Context: an optimization exercise on an open-source flow, tuned for small area, a short achievable clock period and few clock cycles per item. The choices shown serve that exercise and are no tape-out recipe.
The RTL was checked by simulation tests, not by an equivalence proof against the original design.

## P
## fan_speed_controller_top
module fan_speed_controller_top (
    input  logic        i_clk,
    input  logic        i_rst_n,
    input  logic        psel,
    input  logic        penable,
    input  logic        pwrite,
    input  logic [4:0]  paddr,
    input  logic [31:0] pwdata,
    output logic [31:0] prdata,
    output logic        pready,
    input  logic        i_s_tvalid,
    output logic        o_s_tready,
    input  logic [23:0] i_s_tdata,
    output logic        o_m_tvalid,
    input  logic        i_m_tready,
    output logic [39:0] o_m_tdata
);
clock: 10.0 ns
lec_check: 0
abc_area: 1
cap_margin: 20
core_margin: 2
core_utilization: 40
setup_slack_margin: 5
slew_margin: 20
standard.sh (not shown) runs the stock make flow with config.mk's settings and CLKGATE_MAP_FILE= SYNTH_SCRIPT=/design/flow/synth_recipe.tcl, a recipe that flattens the netlist after the stock synthesis.
==> flow/flow/run.sh <==
#!/bin/bash
# Standard synthesis, then an inverter-pushing pass over the full adders of
# the mapped netlist (flow/invpush.py), then the standard layout from there,
# with plain buffers (not delay buffers) as the port buffers.
set -e
set -o pipefail
cp standard.sh standard_sh_copy.log
bash standard.sh synth > synth_run.log 2>&1
RES=$(dirname "$(find orfs/results -name 1_2_yosys.v | head -1)")
cp "$RES/1_2_yosys.v" 1_2_yosys_standard.v.log
python3 flow/invpush.py 1_2_yosys_standard.v.log 1500 > invpush_out.v 2> invpush.log
cp invpush_out.v "$RES/1_2_yosys.v"
rm -f "$RES/1_synth.odb" "$RES/1_synth.sdc"
sed 's/"\${@:-finish}"/"BUFFER_PORTS_ARGS=-buffer_cell sky130_fd_sc_hd__buf_2" "${@:-finish}"/' standard.sh > standard_ports.sh
cp standard_ports.sh standard_ports_sh_copy.log
bash standard_ports.sh finish > finish_run.log 2>&1
==> flow/flow/invpush.py <==
#!/usr/bin/env python3
# Removes inverters around full-adder cells in a mapped sky130 netlist.
# A full adder is self-dual: fa(~a, ~b, ~c) = (~cout, ~sum). Each fa cell may
# be "flipped" (all three inputs and both outputs complemented); the pass picks
# flips that reduce the number of inverters, then rebuilds the inverters that
# are still needed (one per signal and polarity). Registers are not touched.
import re
import sys
from collections import defaultdict

src = open(sys.argv[1]).read()

inst_re = re.compile(r'^  (sky130_fd_sc_hd__\w+)\s+(\S+(?: )?)\s*\((.*?)\);\n', re.S | re.M)
pin_re = re.compile(r'\.(\w+)\(\s*(.*?)\s*\)(?=\s*(?:,|$))', re.S)

OUT_PINS = {'X', 'Y', 'Q', 'Q_N', 'SUM', 'COUT', 'HI', 'LO'}

cells = []
for m in inst_re.finditer(src):
    typ, name, body = m.group(1), m.group(2), m.group(3)
    pins = [(p, n.strip()) for p, n in pin_re.findall(body)]
    cells.append(dict(typ=typ, name=name, pins=pins, span=m.span()))

# module ports
hdr = re.search(r'module\s+\S+\s*\((.*?)\);', src, re.S)
ports = set()
for m in re.finditer(r'^\s*(input|output)\s+(\[[^\]]*\]\s*)?(.*?);', src, re.M):
    for n in m.group(3).split(','):
        ports.add(n.strip())

def base(net):
    n = net.strip()
    if n.startswith('\\'):
        return n
    return re.sub(r'\[\d+\]$', '', n)

# assigns count as loads of their right-hand side
assign_loads = []
for m in re.finditer(r'^\s*assign\s+(.*?)\s*=\s*(.*?)\s*;', src, re.M):
    assign_loads.append(m.group(2).strip())

driver = {}
for i, c in enumerate(cells):
    for p, n in c['pins']:
        if p in OUT_PINS:
            driver[n] = (i, p)

def is_inv(c):
    return re.match(r'sky130_fd_sc_hd__(inv|clkinv)_\d+$', c['typ']) is not None

def is_fa(c):
    return re.match(r'sky130_fd_sc_hd__fa_\d+$', c['typ']) is not None

pin_of = lambda c, p: dict(c['pins'])[p]

# inverters we may remove: output is not a port and not used by an assign
removable = set()
for i, c in enumerate(cells):
    if is_inv(c):
        y = pin_of(c, 'Y')
        if base(y) in ports or y in assign_loads:
            continue
        removable.add(i)

memo = {}
def resolve(net):
    if net in memo:
        return memo[net]
    d = driver.get(net)
    if d is not None and d[0] in removable:
        r, pol = resolve(pin_of(cells[d[0]], 'A'))
        res = (r, pol ^ 1)
    else:
        res = (net, 0)
    memo[net] = res
    return res

fa_idx = [i for i, c in enumerate(cells) if is_fa(c)]
fa_of_root = {}
for i in fa_idx:
    for p, n in cells[i]['pins']:
        if p in ('SUM', 'COUT'):
            fa_of_root[n] = i

# loads: (cell index, pin, root, pol)
loads = []
for i, c in enumerate(cells):
    if i in removable:
        continue
    for p, n in c['pins']:
        if p in OUT_PINS:
            continue
        r, pol = resolve(n)
        loads.append((i, p, r, pol))

x = defaultdict(int)   # flip per fa cell index
fa_set = set(fa_idx)

by_root = defaultdict(list)
for k, (i, p, r, pol) in enumerate(loads):
    by_root[r].append(k)

def need(k):
    i, p, r, pol = loads[k]
    v = pol
    if i in fa_set:
        v ^= x[i]
    f = fa_of_root.get(r)
    if f is not None:
        v ^= x[f]
    return v

def root_cost(r):
    ks = by_root[r]
    return 1 if any(need(k) for k in ks) else 0

# roots touched by a flip of fa i: its input roots and its output roots
touch = {}
for i in fa_idx:
    rs = set()
    for p, n in cells[i]['pins']:
        if p in OUT_PINS:
            rs.add(n)
        else:
            rs.add(resolve(n)[0])
    touch[i] = rs

def total():
    return sum(root_cost(r) for r in by_root)

before = total()
changed = True
it = 0
while changed and it < 50:
    changed = False
    it += 1
    for i in fa_idx:
        rs = touch[i]
        c0 = sum(root_cost(r) for r in rs)
        x[i] ^= 1
        c1 = sum(root_cost(r) for r in rs)
        if c1 < c0:
            changed = True
        else:
            x[i] ^= 1
# escape local minima: random restarts of single/pair flips, keep the best
import random
rng = random.Random(1)
best = total()
bestx = dict(x)
for rnd in range(int(sys.argv[2]) if len(sys.argv) > 2 else 0):
    i = rng.choice(fa_idx)
    rs = set(touch[i])
    # flip i and its fa neighbours that share a root, then re-settle greedily
    grp = [i] + [fa_of_root[r] for r in touch[i] if r in fa_of_root and rng.random() < 0.5]
    for g in grp:
        x[g] ^= 1
    changed = True
    while changed:
        changed = False
        for j in fa_idx:
            r2 = touch[j]
            c0 = sum(root_cost(r) for r in r2)
            x[j] ^= 1
            c1 = sum(root_cost(r) for r in r2)
            if c1 < c0:
                changed = True
            else:
                x[j] ^= 1
    t = total()
    if t < best:
        best = t
        bestx = dict(x)
    else:
        x.clear()
        x.update(bestx)
after = total()

# rebuild: every load pin gets the root net or its complement
neg_net = {}
new_cells = []
def neg(r):
    if r not in neg_net:
        k = len(neg_net)
        nn = 'ipush_n%d' % k
        neg_net[r] = nn
        ra = r + ' ' if r.startswith('\\') else r
        new_cells.append('  sky130_fd_sc_hd__inv_1 ipush_i%d (\n    .A(%s),\n    .Y(%s)\n  );\n' % (k, ra, nn))
    return neg_net[r]

newpins = {}
for k, (i, p, r, pol) in enumerate(loads):
    newpins[(i, p)] = neg(r) if need(k) else r

out = []
last = 0
for i, c in enumerate(cells):
    s, e = c['span']
    out.append(src[last:s])
    last = e
    if i in removable:
        continue
    parts = []
    for p, n in c['pins']:
        nn = newpins.get((i, p), n)
        if nn.startswith('\\'):
            nn = nn + ' '
        parts.append('    .%s(%s)' % (p, nn))
    out.append('  %s %s (\n%s\n  );\n' % (c['typ'], c['name'].strip() + (' ' if c['name'].startswith('\\') else ''), ',\n'.join(parts)))
tail = src[last:]
decl = ''.join('  wire %s;\n' % nn for nn in neg_net.values())
tail = tail.replace('endmodule', ''.join(new_cells) + 'endmodule', 1)
out.append(tail)
res = ''.join(out)
h = hdr.end()
res = res[:h] + '\n' + decl + res[h:]
sys.stdout.write(res)
sys.stderr.write('invpush: %d fa cells, %d flipped, %d removable inverters, %d inverters after (cost %d -> %d)\n'
                 % (len(fa_idx), sum(x[i] for i in fa_idx), len(removable), len(neg_net), before, after))
P | stages: all done | timing, DRC, antenna: all pass
Testbench counts of P, summed over its fixed seeds: cycles 13,664, items 12,800.
Input-level comparison between Q and P:
- PLACE_DENSITY newly set to 0.75
- SETUP_SLACK_MARGIN changed from 5 to 4.8
Results
- Q vs P, routability congestion estimate went up by about 2.8%.
- Area of combinational cells with multiple inputs (higher): P
- Diff P -> Q: final design instance area without fill dropped about 3%; average via count per standard cell rose by about 2.2%; count of non-CTS inverters in the layout was more or less identical.
- Looking at signal arrival time at the worst endpoint, Q sits 190 ps higher than P does.
- From P to Q the numbers moved as follows: post-detailed-routing wire length dropped 3.9%.
- Lower global-route total usage across every layer was reported by Q, not P.
- Share of the core filled with cells sits lower in Q than in P.
- Cmp Q and P / via count / lower: P
--- input diff Q..R ---
- removing PLACE_DENSITY (formerly 0.75)
- changing SETUP_SLACK_MARGIN from 4.8 to 5
==> flow/flow/run.sh <==
#!/bin/bash
# Standard synthesis, then an inverter-pushing pass over the full adders of
# the mapped netlist (flow/invpush.py), then the standard layout from there
# with repair_timing aiming at a larger setup margin.
set -e
set -o pipefail
cp standard.sh standard_sh_copy.log
bash standard.sh synth > synth_run.log 2>&1
RES=$(dirname "$(find orfs/results -name 1_2_yosys.v | head -1)")
cp "$RES/1_2_yosys.v" 1_2_yosys_standard.v.log
python3 flow/invpush.py 1_2_yosys_standard.v.log > invpush_out.v 2> invpush.log
cp invpush_out.v "$RES/1_2_yosys.v"
rm -f "$RES/1_synth.odb" "$RES/1_synth.sdc"
sed 's/SETUP_SLACK_MARGIN=[0-9.]*/SETUP_SLACK_MARGIN=5.6/' standard.sh > standard_margin.sh
bash standard_margin.sh finish > finish_run.log 2>&1
-- flow/flow/invpush.py --
<<< Q, line 146
# escape local minima: random restarts of single/pair flips, keep the best
import random
rng = random.Random(1)
best = total()
bestx = dict(x)
for rnd in range(int(sys.argv[2]) if len(sys.argv) > 2 else 0):
    i = rng.choice(fa_idx)
    rs = set(touch[i])
    # flip i and its fa neighbours that share a root, then re-settle greedily
    grp = [i] + [fa_of_root[r] for r in touch[i] if r in fa_of_root and rng.random() < 0.5]
    for g in grp:
        x[g] ^= 1
    changed = True
    while changed:
        changed = False
        for j in fa_idx:
            r2 = touch[j]
            c0 = sum(root_cost(r) for r in r2)
            x[j] ^= 1
            c1 = sum(root_cost(r) for r in r2)
            if c1 < c0:
                changed = True
            else:
                x[j] ^= 1
    t = total()
    if t < best:
        best = t
        bestx = dict(x)
    else:
        x.clear()
        x.update(bestx)
>>> R, line 146
==> comparison <==
- Having completed the whole flow, Q delivered a layout that passed the timing, DRC and antenna checks.
- Every stage of the flow completed for R, and the final layout passed the timing, DRC and antenna checks.
- R against Q: total stage count of the critical path picked up an extra 16, met1 track demand over resource picked up an extra 3.2 points.
- Diff Q -> R: design area increased about 13%; post-synthesis average cell area moved down.

==> afterwards: timing with drivers on the ports <==
How much do the figures lean on ideal ports? The routed layouts below were timed once more, with nothing changed but the port constraints.
Step 1 (the two cells are an assumption about what drives the block):
set clk [get_ports {i_clk}]
set_driving_cell -lib_cell sky130_fd_sc_hd__clkbuf_16 $clk
set_driving_cell -lib_cell sky130_fd_sc_hd__buf_2 [delete_from_list [all_inputs] $clk]
Step 2 times the ports against the registers' clock, not the clock port: input delays grow and output delays shrink by t, the midpoint of the rising clock arrivals with the driver on.
a / b / c = ideal ports / drivers / drivers and shift; a / b = the first two.
run | t, ns | setup WS [ns] | clock arrival spread, ns | slew at the worst register clock pin (ns)
P | 0.709 | 5.096 / 5.074 / 5.074 | 0.046 / 0.047 | 0.08 / 0.08
Q | 0.750 | 4.911 / 4.888 / 4.722 | 0.064 / 0.065 | 0.07 / 0.07
R | 0.742 | 5.059 / 5.059 / 5.009 | 0.063 / 0.063 | 0.08 / 0.08
After both steps every run listed still meets setup and hold. The setup slack of Q, which loses most, moves by -0.023 ns with the drivers and by -0.189 ns with both steps.
